What follows belongs to an exercise in optimizing a design on an open flow for small area; a production flow would make more cautious choices.
In this exercise RTL edits were held to simulation tests only and were not proved equivalent to the original.
Power figures rest on the tool's default switching activity, not on a simulated workload.

## config.mk

```make
export PLATFORM = sky130hd
export DESIGN_NAME = rv_decode_issue
export DESIGN_NICKNAME = rv_decode_issue
export VERILOG_FILES = /design/flow/design.v
export SDC_FILE = /design/flow/constraint.sdc
export NUM_CORES = 4
export LEC_CHECK = 0
export CAP_MARGIN = 20
export CORE_MARGIN = 2
export CORE_UTILIZATION = 40
export SLEW_MARGIN = 20
```

## run.sh

```bash
#!/bin/bash
# synth_recipe.tcl (not shown) runs the flow's synth.tcl, then flattens the netlist and writes it again
# the make line also repeats each setting of config.mk as NAME=value (left out here)
make -C /OpenROAD-flow-scripts/flow DESIGN_CONFIG=/design/flow/config.mk WORK_HOME=/design/flow/orfs CLKGATE_MAP_FILE= SYNTH_SCRIPT=/design/flow/synth_recipe.tcl finish
```

## design.v

```verilog
package rv_pkg;
    localparam logic [6:0] OP_RTYPE = 7'b0110011;
    localparam logic [6:0] F7_BASE  = 7'b0000000;
    localparam logic [6:0] F7_ALT   = 7'b0100000;
    localparam logic [2:0] F3_ADD   = 3'b000;
    localparam logic [2:0] F3_AND   = 3'b111;
    localparam logic [2:0] F3_OR    = 3'b110;
    localparam logic [2:0] F3_XOR   = 3'b100;
    localparam int OPC_LSB = 0;
    localparam int RD_LSB  = 7;
    localparam int F3_LSB  = 12;
    localparam int RS1_LSB = 15;
    localparam int RS2_LSB = 20;
    localparam int F7_LSB  = 25;
    typedef enum logic [2:0] {
        ALU_ADD,
        ALU_SUB,
        ALU_AND,
        ALU_OR,
        ALU_XOR,
        ALU_ILLEGAL
    } alu_op_t;
    function automatic rv_pkg::alu_op_t decode_op(input logic [31:0] w);
        logic [9:0] key;
        rv_pkg::alu_op_t    op;
        key = {w[rv_pkg::F7_LSB +: 7], w[rv_pkg::F3_LSB +: 3]};
        op  = rv_pkg::ALU_ILLEGAL;
        if (w[rv_pkg::OPC_LSB +: 7] == rv_pkg::OP_RTYPE) begin
            case (key)
                {rv_pkg::F7_BASE, rv_pkg::F3_ADD}: op = rv_pkg::ALU_ADD;
                {rv_pkg::F7_ALT,  rv_pkg::F3_ADD}: op = rv_pkg::ALU_SUB;
                {rv_pkg::F7_BASE, rv_pkg::F3_AND}: op = rv_pkg::ALU_AND;
                {rv_pkg::F7_BASE, rv_pkg::F3_OR }: op = rv_pkg::ALU_OR;
                {rv_pkg::F7_BASE, rv_pkg::F3_XOR}: op = rv_pkg::ALU_XOR;
                default:           op = rv_pkg::ALU_ILLEGAL;
            endcase
        end
        decode_op = op;
    endfunction
endpackage
module rv_regfile #(
    parameter int XLEN = 32
) (
    input  logic            clk,
    input  logic            we,
    input  logic [4:0]      waddr,
    input  logic [XLEN-1:0] wdata,
    input  logic [4:0]      raddr1,
    input  logic [4:0]      raddr2,
    output logic [XLEN-1:0] rdata1,
    output logic [XLEN-1:0] rdata2
);
    logic [XLEN-1:0] mem_q [32];
    logic            wr;
    assign wr = we && (waddr != 5'd0);
    always_ff @(posedge clk) begin
        if (wr) begin
            mem_q[waddr] <= wdata;
        end
    end
    always_comb begin
        rdata1 = mem_q[raddr1];
        if (raddr1 == 5'd0) begin
            rdata1 = '0;
        end else if (wr && (waddr == raddr1)) begin
            rdata1 = wdata;
        end
    end
    always_comb begin
        rdata2 = mem_q[raddr2];
        if (raddr2 == 5'd0) begin
            rdata2 = '0;
        end else if (wr && (waddr == raddr2)) begin
            rdata2 = wdata;
        end
    end
endmodule
module rv_decode_issue
#(
    parameter int XLEN         = 32,
    parameter int INFLIGHT_MAX = 4
) (
    input  logic            clk,
    input  logic            rst_n,
    input  logic            instr_valid,
    input  logic [31:0]     instr,
    output logic            instr_ready,
    input  logic            wb_en,
    input  logic [4:0]      wb_rd,
    input  logic [XLEN-1:0] wb_data,
    output logic            issue_valid,
    output logic [6:0]      OPCODE,
    output logic [6:0]      FUNC7,
    output logic [2:0]      FUNC3,
    output logic [XLEN-1:0] OP1,
    output logic [XLEN-1:0] OP2,
    output logic [4:0]      issue_rd,
    output logic            illegal_instr
);
    localparam logic [3:0] MAX_CNT = 4'(INFLIGHT_MAX);
    logic [4:0]      rd, rs1, rs2;
    logic            legal, hazard, room;
    logic            issue_fire, ill_fire;
    logic [31:0]     wb_mask, busy_live;
    logic [XLEN-1:0] rdata1, rdata2;
    logic [31:0]     busy_q, busy_d;
    logic [3:0]      count_q, count_d;
    logic            valid_q, valid_d;
    logic            illegal_q, illegal_d;
    logic [6:0]      opcode_q, opcode_d;
    logic [6:0]      func7_q, func7_d;
    logic [2:0]      func3_q, func3_d;
    logic [XLEN-1:0] op1_q, op1_d;
    logic [XLEN-1:0] op2_q, op2_d;
    logic [4:0]      rd_q, rd_d;
    assign rd    = instr[rv_pkg::RD_LSB +: 5];
    assign rs1   = instr[rv_pkg::RS1_LSB +: 5];
    assign rs2   = instr[rv_pkg::RS2_LSB +: 5];
    assign legal = rv_pkg::decode_op(instr) != rv_pkg::ALU_ILLEGAL;
    rv_regfile #(.XLEN(XLEN)) u_rf (
        .clk    (clk),
        .we     (wb_en),
        .waddr  (wb_rd),
        .wdata  (wb_data),
        .raddr1 (rs1),
        .raddr2 (rs2),
        .rdata1 (rdata1),
        .rdata2 (rdata2)
    );
    assign wb_mask   = wb_en ? (32'd1 << wb_rd) : 32'd0;
    assign busy_live = busy_q & ~wb_mask;
    assign hazard    = busy_live[rs1] | busy_live[rs2] | busy_live[rd];
    assign room      = (count_q < MAX_CNT) | wb_en;
    assign instr_ready = rst_n & (!legal | (!hazard & room));
    assign issue_fire  = instr_valid & instr_ready & legal;
    assign ill_fire    = instr_valid & instr_ready & !legal;
    always_comb begin
        busy_d    = busy_live;
        count_d   = count_q;
        valid_d   = issue_fire;
        illegal_d = ill_fire;
        opcode_d  = opcode_q;
        func7_d   = func7_q;
        func3_d   = func3_q;
        op1_d     = op1_q;
        op2_d     = op2_q;
        rd_d      = rd_q;
        if (issue_fire && (rd != 5'd0)) begin
            busy_d[rd] = 1'b1;
        end
        if (issue_fire && !wb_en) begin
            count_d = count_q + 4'd1;
        end else if (!issue_fire && wb_en && (count_q != 4'd0)) begin
            count_d = count_q - 4'd1;
        end
        if (issue_fire) begin
            opcode_d = instr[rv_pkg::OPC_LSB +: 7];
            func7_d  = instr[rv_pkg::F7_LSB +: 7];
            func3_d  = instr[rv_pkg::F3_LSB +: 3];
            op1_d    = rdata1;
            op2_d    = rdata2;
            rd_d     = rd;
        end
    end
    always_ff @(posedge clk or negedge rst_n) begin
        if (!rst_n) begin
            busy_q    <= '0;
            count_q   <= '0;
            valid_q   <= 1'b0;
            illegal_q <= 1'b0;
            opcode_q  <= '0;
            func7_q   <= '0;
            func3_q   <= '0;
            op1_q     <= '0;
            op2_q     <= '0;
            rd_q      <= '0;
        end else begin
            busy_q    <= busy_d;
            count_q   <= count_d;
            valid_q   <= valid_d;
            illegal_q <= illegal_d;
            opcode_q  <= opcode_d;
            func7_q   <= func7_d;
            func3_q   <= func3_d;
            op1_q     <= op1_d;
            op2_q     <= op2_d;
            rd_q      <= rd_d;
        end
    end
    assign issue_valid   = valid_q;
    assign illegal_instr = illegal_q;
    assign OPCODE        = opcode_q;
    assign FUNC7         = func7_q;
    assign FUNC3         = func3_q;
    assign OP1           = op1_q;
    assign OP2           = op2_q;
    assign issue_rd      = rd_q;
endmodule
```

## constraint.sdc

```tcl
create_clock -name core_clock -period 5.0 [get_ports {clk}]
set_input_delay 1.0000 -clock core_clock [delete_from_list [all_inputs] [get_ports {clk}]]
set_output_delay 1.0000 -clock core_clock [all_outputs]
set_load 0.01 [all_outputs]
```

==> notes.md <==
==> state kept, by name, indices dropped and copies added, names as in the netlist <==
signal / count
opcode_q: 7
u_rf.mem_q: 1024
op1_q: 32
func3_q: 3
func7_q: 7
busy_q: 32
rd_q: 5
count_q: 4
valid_q: 1
illegal_q: 1
op2_q: 32
==> where the power goes <==
group	internal (uW)	leakage (uW)	switching [uW]
Clock	5190	0.00196	3840
Combinational	885	0.00831	1160
Sequential	10600	0.0110	77.1
Total	16700	0.0212	5080
==> stage by stage <==
step           instances  total power (uW)
2_1_floorplan       3076             12100
3_3_place_gp        4969             12900
3_5_place_dp        4969             12900
4_1_cts             5194             21900
5_1_grt             5196             22400
6_report            5198             21800
==> final cells by class <==
| cell class | count | area share [%] |
|---|---|---|
| tap | 1781 | 3.52 |
| inverter | 9 | 0.0533 |
| timing repair buffer | 367 | 5.55 |
| antenna | 2 | 0.00790 |
| clock buffer | 162 | 5.34 |
| multi-input combinational | 1666 | 31.2 |
| clock inverter | 63 | 0.926 |
| sequential | 1148 | 53.4 |
==> logic make-up (layout without fill, tap and decap cells) <==
kind of cell / count (synthesis) / after routing / share of synthesized area [%]
xor+xnor: 17 / 17 / 0.274
buf+inv: 262 / 601 / 2.00
fa+ha+maj: 7 / 7 / 0.175
compound gates: 461 / 461 / 5.76
mux: 755 / 755 / 26.1
flops: 1148 / 1148 / 62.4
other cells: 1 / 34 / 0.00691
simple gates: 394 / 394 / 3.34
==> final timing paths <==
check,to,slack (ns),depth (start not counted)
max in group asynchronous,op1_q[31]$_DFFE_PN0N_,3.01,3
worst min register to register,opcode_q[0]$_DFFE_PN0N_,0.46,1
worst max-delay path,instr_ready,0.42,13
min in group core_clock,opcode_q[0]$_DFFE_PN0N_,0.46,1
worst max register to register,count_q[3]$_DFFE_PN0P_,1.40,14
worst min-delay path,busy_q[16]$_DFF_PN0_,0.16,1
==> per-layer routing <==
layer  vias up  GRT usage (%)  wire length, um
met5         -              0                7
met4         2           6.97             4710
met3       270           4.72            15600
met2      1725           37.1            77000
met1     17600           35.4            70600
li1      13300              -                -
==> synth_stat cells, types with 3 or more instances <==
master     instances
edfxtp_1        1024
mux4_2           522
mux2i_1          217
nand2_1          185
clkbuf_1         133
o21ai_0          132
dfrtp_1          124
nor2_1            93
a221oi_1          65
buf_2             63
a21oi_1           59
buf_1             53
a22oi_1           46
o31ai_1           40
a211o_1           25
a211oi_1          22
nor3_1            19
nor2b_1           18
o21bai_1          18
o211ai_1          17
nand2b_1          13
nand3_1           12
mux2_2            11
xnor2_1           11
and2_1             9
o311ai_0           8
ha_1               6
nand4_1            6
xor2_1             6
inv_1              5
or2_2              5
and4_1             4
nand3b_1           4
o41ai_1            4
clkinv_1           3
mux2_4             3
nand4b_1           3
nand4bb_1          3
nor4_1             3
o221ai_1           3
o22ai_1            3
==> what timing repair did <==
item | CTS | global route
endpoints found under the setup margin | 1 | 1
pin swaps | 2 | 4
resized for setup | 12 | 11
setup buffers | 0 | 1
==> results.json <==
{
  "cts.clk_slew.worst_paths_ns": 0.06,
  "cts_tree": "yes",
  "cp-start-kind": "input port",
  "die_y_um": 372,
  "dieArea_um2": 139000,
  "rows": 135,
  "max_slew.worst_pin.slew_ns": 1.02,
  "outcome": "complete, no violations",
  "synthesis.area_um2": 54300,
  "crit_start": "wb_rd[0]",
  "core_um2": 135000,
  "io_buffers": 161,
  "cp_top_family": "buffers and inverters",
  "ir_drop_mv": 0.287,
  "antenna_left": 0,
  "cts_root_buf": "clkbuf_16",
  "holdWs_ns": 0.162,
  "grt_pass1_vias": 32800,
  "hold_viol_final": 0,
  "synth_cell_types": 74,
  "syn_avg_cell_area_um2": 17.8,
  "fillers": 11500,
  "ys_ff_latch": 1148,
  "total_leakage_power_uw": 0.0212,
  "cp-end-kind": "primary output",
  "slew_viol_final": 0,
  "critPathKind": "input port to primary output",
  "cp_common_cell": "buf_4",
  "dp_hpwl_mm": 93.4,
  "netlist_instances": 3045,
  "rsz0062_at_grt": "false",
  "vias": 32900,
  "holdBufCountCts": 0,
  "required_ns": 4.00,
  "arrival_ns": 3.58,
  "multiInputGateArea_um2": 19700,
  "place_area_um2": 59400,
  "fin_nets": 3392,
  "hold_class": "input port to asynchronous set/reset pin",
  "rr_startpoint": "busy_q[13]$_DFF_PN0_",
  "cp_max_fo": 4,
  "ff_latch_area_um2": 33900,
  "synth_ff_type": "edfxtp_1",
  "dr.pass1.iters": 5,
  "place.gp.congestion": 0.874,
  "mostFrequentLayoutCells": "edfxtp_1, mux4_2, mux2i_1, nand2_1, buf_4",
  "setup_ws_ns": 0.419,
  "max_freq_mhz": 218,
  "numCtsBuffers": 120,
  "syn2layout_area_growth_pct": 16.7,
  "clock_path_buffers": 3,
  "htreeDepth": 3,
  "cts.sinks": 1148,
  "fin_crit_sh_pct": 91.6,
  "drt-vias-per-instance": 6.33,
  "track_usage_pct": 24.3,
  "final_util_pct": 46.9,
  "drt_iter0_markers": 4031,
  "powerDensity_nw_per_um2": 343,
  "die_x_um": 372,
  "synth-seq-area-share_pct": 62.4,
  "clock_latency_ns": 0.76,
  "setup_tns_ns": 0,
  "antenna_found_initial": 6,
  "final_common_cell": "edfxtp_1",
  "path_cells": "dlygate4sd2_1, buf_4, nand2b_1, o21ai_0, buf_4, mux4_2, a21o_1, o22ai_1, buf_4, a211oi_2, a21boi_1, nor2b_1, dlymetal6s2s_1",
  "setup_viol": 0,
  "synth_edf_count": 1024,
  "crit_path_top_delay_cell": "mux4_2",
  "path_buf_inv": 5,
  "yosysWarnings": 2,
  "grt_pass1_wl_mm": 239,
  "drcViolationCount": 0,
  "post-route-cell-area_um2": 63300,
  "synth.area.top_cells": "edfxtp_1, mux4_2, dfrtp_1",
  "synth.largest_area_cell": "edfxtp_1",
  "grt-ovfl-total": 0,
  "drive_above_1_share_pct": 29.2,
  "fin_crit_ns": 4.58,
  "finalClockSkew_ns": 0.0444,
  "routed_wl_mm": 168,
  "grt_max_degree": 135,
  "synth-async-reset-ratio_pct": 10.8,
  "start_util_pct": 40.2,
  "max_slew_margin_pct": 31.7,
  "wl_per_cell_um": 32.3,
  "pre_cts_ws_ns": -0.252,
  "ios": 162,
  "drv_cap": 0,
  "synth_top_cell_area_share_pct": 56.7,
  "slowest_delay_ns": 0.45
}

static timing again, ports no longer ideal:
The flow's constraints put no driver on any port. The routed layout listed below was extracted and timed again, unchanged, in two steps.
Step 1 sets driving cells, clkbuf_16 on the clock port and buf_2 on the other inputs (assumed; they add their load-dependent delay and slew).
Step 2 times the ports against the registers' clock, not the clock port: input delays grow and output delays shrink by t, the midpoint of the rising clock arrivals with the driver on.
Three values: ideal ports, drivers, drivers and shift; two values: the first two.
t (ns): 0.808
setup slack, ns: 0.419 / 0.388 / 0.115
worst setup path at the end: input to register
latest minus earliest clock arrival (ns): 0.046 / 0.046
After both steps this run still meets setup and hold. The setup slack of this run moves by -0.031 ns with the drivers and by -0.304 ns with both steps.
